What follows belongs to an exercise in optimizing a design on an open flow for small area, a short achievable clock period and few clock cycles; a production flow would make more cautious choices. At most, simulation tests tie the RTL to the original design; equivalence was not proved. Power figures rest on the tool's default switching activity, not on a simulated workload.

## run 5
## deparser_top
module deparser_top
(
	input wire clk,
	input wire aresetn,
	input deparser_pkg::phv_t phv,
	input wire phv_empty,
	output logic phv_rd_en,
	input deparser_pkg::vlan_id_t vlan_id,
	input wire vlan_empty,
	output logic vlan_rd_en,
	input deparser_pkg::head_data_t head_data,
	input deparser_pkg::head_keep_t head_keep,
	input deparser_pkg::head_last_t head_last,
	input wire head_empty,
	output logic head_rd_en,
	input deparser_pkg::seg_data_t body_data,
	input deparser_pkg::seg_keep_t body_keep,
	input wire body_last,
	input wire body_empty,
	output logic body_rd_en,
	output deparser_pkg::seg_data_t out_data,
	output deparser_pkg::seg_keep_t out_keep,
	output logic out_last,
	output logic out_valid,
	input wire out_ready,
	input deparser_pkg::seg_data_t ctrl_data,
	input wire ctrl_valid,
	input wire ctrl_last
);
==> flow/config.mk <==
export PLATFORM = sky130hd
export DESIGN_NAME = deparser_top
export DESIGN_NICKNAME = deparser_top
export VERILOG_FILES = /design/flow/design.v
export SDC_FILE = /design/flow/constraint.sdc
export NUM_CORES = 8
export LEC_CHECK = 0
export CAP_MARGIN = 20
export CORE_MARGIN = 2
export CORE_UTILIZATION = 40
export CTS_BUF_LIST = sky130_fd_sc_hd__clkbuf_8
export CTS_CLUSTER_DIAMETER = 50
export CTS_CLUSTER_SIZE = 14
export SETUP_SLACK_MARGIN = 5.0
export SLEW_MARGIN = 20
export SYNTH_HIERARCHICAL = 1
export SYNTH_MINIMUM_KEEP_SIZE = 1000000
==> flow/constraint.sdc <==
create_clock -name core_clock -period 9.0 [get_ports {clk}]
set_input_delay 1.8000 -clock core_clock [delete_from_list [all_inputs] [get_ports {clk}]]
set_output_delay 1.8000 -clock core_clock [all_outputs]
set_load 0.01 [all_outputs]
standard.sh (not shown) runs the stock make flow with config.mk's settings and CLKGATE_MAP_FILE= SYNTH_SCRIPT=/design/flow/synth_recipe.tcl, a recipe that flattens the netlist after the stock synthesis.
==> flow/flow/run.sh <==
#!/bin/bash
set -uo pipefail
here=$(pwd)
export BUFFER_PORTS_ARGS="-buffer_cell sky130_fd_sc_hd__buf_1"
export CTS_ARGS="-sink_clustering_enable -repair_clock_nets -dont_use_dummy_load -sink_clustering_size 14 -sink_clustering_max_diameter 50 -buf_list sky130_fd_sc_hd__clkbuf_8"
export IO_CONSTRAINTS="$here/flow/io.tcl"
bash standard.sh > standard.log 2>&1
==> flow/flow/io.tcl <==
# Keep the FIFO handshake pins and the output handshake next to each other, so the
# paths from an empty flag to its read enable stay short.
set ctl {vlan_empty vlan_rd_en phv_empty phv_rd_en phv[384] head_empty head_rd_en head_last[0] head_last[1] body_empty body_rd_en body_last out_ready out_valid}
set_io_pin_constraint -pin_names $ctl -region right:180-220
Testbench counts of run 5, summed over its fixed seeds: cycles 7,832.
The following lists how run 4 was set up differently from run 5:
-- flow/design.v --
<<< run 5, line 102
	input wire [31:0] wr_data,
	input deparser_pkg::table_addr_t rd_addr,
	output logic [31:0] rd_data,
	output logic rd_hit
);
	localparam int RINGS = 10;
>>> run 4, line 102
	input wire [31:0] wr_data,
	input deparser_pkg::table_addr_t rd_addr,
	output logic [31:0] rd_data
);
	localparam int RINGS = 10;
<<< run 5, line 145
	always_comb begin
		rd_data = '0;
		for (int r = 0; r < RINGS; r++)
			rd_data = rd_data | ({32{rsel[3*r] || rsel[3*r+1] || rsel[3*r+2]}} & ring[r][0]);
		rd_data = rd_data | ({32{rsel[30] || rsel[31]}} & pair[0]);
		rd_hit = (rsel[30] && !ph) || (rsel[31] && ph);
		for (int i = 0; i < 3*RINGS; i++)
			rd_hit = rd_hit || (rsel[i] && c == 2'(i % 3));
	end
endmodule
>>> run 4, line 144
	always_comb begin
		rd_data = '0;
		for (int r = 0; r < RINGS; r++) begin
			for (int p = 0; p < 3; p++) begin
				rd_data = rd_data | ({32{(c == 2'd0 && rsel[3*r + p]) ||
					(c == 2'd1 && rsel[3*r + (p+1)%3]) ||
					(c == 2'd2 && rsel[3*r + (p+2)%3])}} & ring[r][p]);
			end
		end
		rd_data = rd_data | ({32{rsel[30] && !ph || rsel[31] && ph}} & pair[0]);
		rd_data = rd_data | ({32{rsel[30] && ph || rsel[31] && !ph}} & pair[1]);
	end
endmodule
<<< run 5, line 251
	deparser_pkg::table_addr_t wr_addr;
	logic [31:0] wr_data, lookup;
	logic rd_hit;
	deparser_pkg::table_addr_t rd_addr;
	act_table_loader u_loader (.clk(clk), .aresetn(aresetn), .ctrl_data(ctrl_data),
>>> run 4, line 253
	deparser_pkg::table_addr_t wr_addr;
	logic [31:0] wr_data, lookup;
	deparser_pkg::table_addr_t rd_addr;
	act_table_loader u_loader (.clk(clk), .aresetn(aresetn), .ctrl_data(ctrl_data),
<<< run 5, line 257
		.wr_data(wr_data));
	act_table_ram u_ram (.clk(clk), .aresetn(aresetn), .wr_en(wr_en), .wr_addr(wr_addr), .wr_data(wr_data),
		.rd_addr(rd_addr), .rd_data(lookup), .rd_hit(rd_hit));
	logic [31:0] e0, e0_n, e1;
	deparser_pkg::table_addr_t iq0, iq1;
	logic iv0, iv1, ev0, ev0_n, e_load, e_load1, ev1, lk_on, lk_done;
	logic [1:0] lk;
	logic j0v, j0d, j1v, j1d, j0v_n, j0d_n, j1v_n, j1d_n;
	deparser_pkg::head_data_t ov0, ov1;
>>> run 4, line 258
		.wr_data(wr_data));
	act_table_ram u_ram (.clk(clk), .aresetn(aresetn), .wr_en(wr_en), .wr_addr(wr_addr), .wr_data(wr_data),
		.rd_addr(rd_addr), .rd_data(lookup));
	logic [31:0] e0, e0_n;
	deparser_pkg::table_addr_t iq0, iq1;
	logic iv0, iv1, ev0, ev0_n, e_load;
	logic j0v, j0d, j1v, j1d, j0v_n, j0d_n, j1v_n, j1d_n;
	deparser_pkg::head_data_t ov0, ov1;
<<< run 5, line 299
	assign b_fwd = b_pop && b_fwd1;
	assign rd_addr = iq0;
	assign e_load1 = ev1 && (!ev0 || deq_e);
	assign lk_on = iv0 && (!ev1 || e_load1);
	assign lk_done = lk_on && lk == 2'd2;
	assign e_load = e_load1 || (!ev1 && lk_done && (!ev0 || deq_e));
	always_comb begin
		ev0_n = e_load || (ev0 && !deq_e);
		if (e_load)
			e0_n = (!ev1 && rd_hit) ? lookup : e1;
		else if (pe_step)
			e0_n = {8'h00, e0[31:8]};
>>> run 4, line 299
	assign b_fwd = b_pop && b_fwd1;
	assign rd_addr = iq0;
	assign e_load = iv0 && (!ev0 || deq_e);
	always_comb begin
		ev0_n = e_load || (ev0 && !deq_e);
		if (e_load)
			e0_n = lookup;
		else if (pe_step)
			e0_n = {8'h00, e0[31:8]};
<<< run 5, line 343
		if (!aresetn) begin
			ev0 <= 1'b0;
			ev1 <= 1'b0;
			lk <= 2'd0;
			iv0 <= 1'b0;
			iv1 <= 1'b0;
>>> run 4, line 340
		if (!aresetn) begin
			ev0 <= 1'b0;
			iv0 <= 1'b0;
			iv1 <= 1'b0;
<<< run 5, line 371
		end else begin
			ev0 <= ev0_n;
			ev1 <= ev1 ? (lk_done || !e_load) : (lk_done && !e_load);
			lk <= lk_done ? 2'd0 : lk + 2'(lk_on);
			iv0 <= iv1 || (iv0 && !lk_done) || enq_e;
			iv1 <= iv1 ? !lk_done : (iv0 && !lk_done && enq_e);
			j0v <= j0v_n;
			j1v <= j1v_n;
>>> run 4, line 366
		end else begin
			ev0 <= ev0_n;
			iv0 <= iv1 || (iv0 && !e_load) || enq_e;
			iv1 <= iv1 ? !e_load : (iv0 && !e_load && enq_e);
			j0v <= j0v_n;
			j1v <= j1v_n;
<<< run 5, line 397
			o_nbd <= !(j0v_n && j0d_n);
			o_nbf <= !(j0v_n && !j0d_n);
			o_niv1 <= !(iv1 ? !lk_done : (iv0 && !lk_done && enq_e));
		end
	end
	always_ff @(posedge clk) begin
		e0 <= e0_n;
		if (iv1 ? lk_done : (!iv0 || lk_done))
			iq0 <= iv1 ? iq1 : vlan_id[8:4];
		if (lk_on && rd_hit)
			e1 <= lookup;
		if (!iv1)
			iq1 <= vlan_id[8:4];
>>> run 4, line 390
			o_nbd <= !(j0v_n && j0d_n);
			o_nbf <= !(j0v_n && !j0d_n);
			o_niv1 <= !(iv1 ? !e_load : (iv0 && !e_load && enq_e));
		end
	end
	always_ff @(posedge clk) begin
		e0 <= e0_n;
		if (iv1 ? e_load : (!iv0 || e_load))
			iq0 <= iv1 ? iq1 : vlan_id[8:4];
		if (!iv1)
			iq1 <= vlan_id[8:4];
Results
- Compared to run 5, the number of flip-flops in run 4 is lower.
- Looking only at share of the clock period used by the worst path, and setting everything else aside, the lower value of run 4 and run 5 goes to run 5.
- Horizontal extent of the die in run 4 vs run 5: up 7.9 µm
- Core utilization across run 4 and run 5: no real change.
- Re worst setup slack after layout: run 5 was higher than run 4.
- Per the comparison of run 4 with run 5, count of plain and timing-repair buffers grew by 5.3%, final critical-path required period grew by 0.11 ns, total detailed-routing wirelength grew by about 18%.
- Taking run 5 as the reference, in run 4 area added between synthesis and finish ~0 delta; weighted congestion reported at the end of routability-driven placement +0.42%; total chip power +about 4%; clock network power -about 2%; synthesized area +4.4%.
Function not checked in run 4: the RTL went through the layout flow alone.

==> port drivers added, routing unchanged <==
The flow's constraints put no driver on any port. The routed layouts listed below were extracted and timed again, unchanged, in two steps. Step 1 assumes that a clkbuf_16 drives the clock port and a buf_2 every other input. Step 2 moves the port delays by t, midway between the first and last clock arrival at a register: inputs arrive t later, outputs are due t later. That takes back most of the time a late clock gives input paths. a / b / c = no drivers / after step 1 / after step 2; a / b = the first two.
run | shift t [ns] | setup WS [ns] | hold WS [ns] | worst data-port slew with drivers (ns) | cell pins on the clock port's net
run 5 | 0.900 | 4.907 / 4.786 / 4.303 | 0.271 / 0.271 / 0.271 | 0.33 | 1
run 4 | 0.910 | 4.792 / 4.709 / 4.344 | 0.300 / 0.300 / 0.300 | 0.38 | 1
After both steps every run listed still meets setup and hold. For run 5, which loses most, drivers alone change the setup slack by -0.121 ns; drivers and shift together by -0.604 ns.
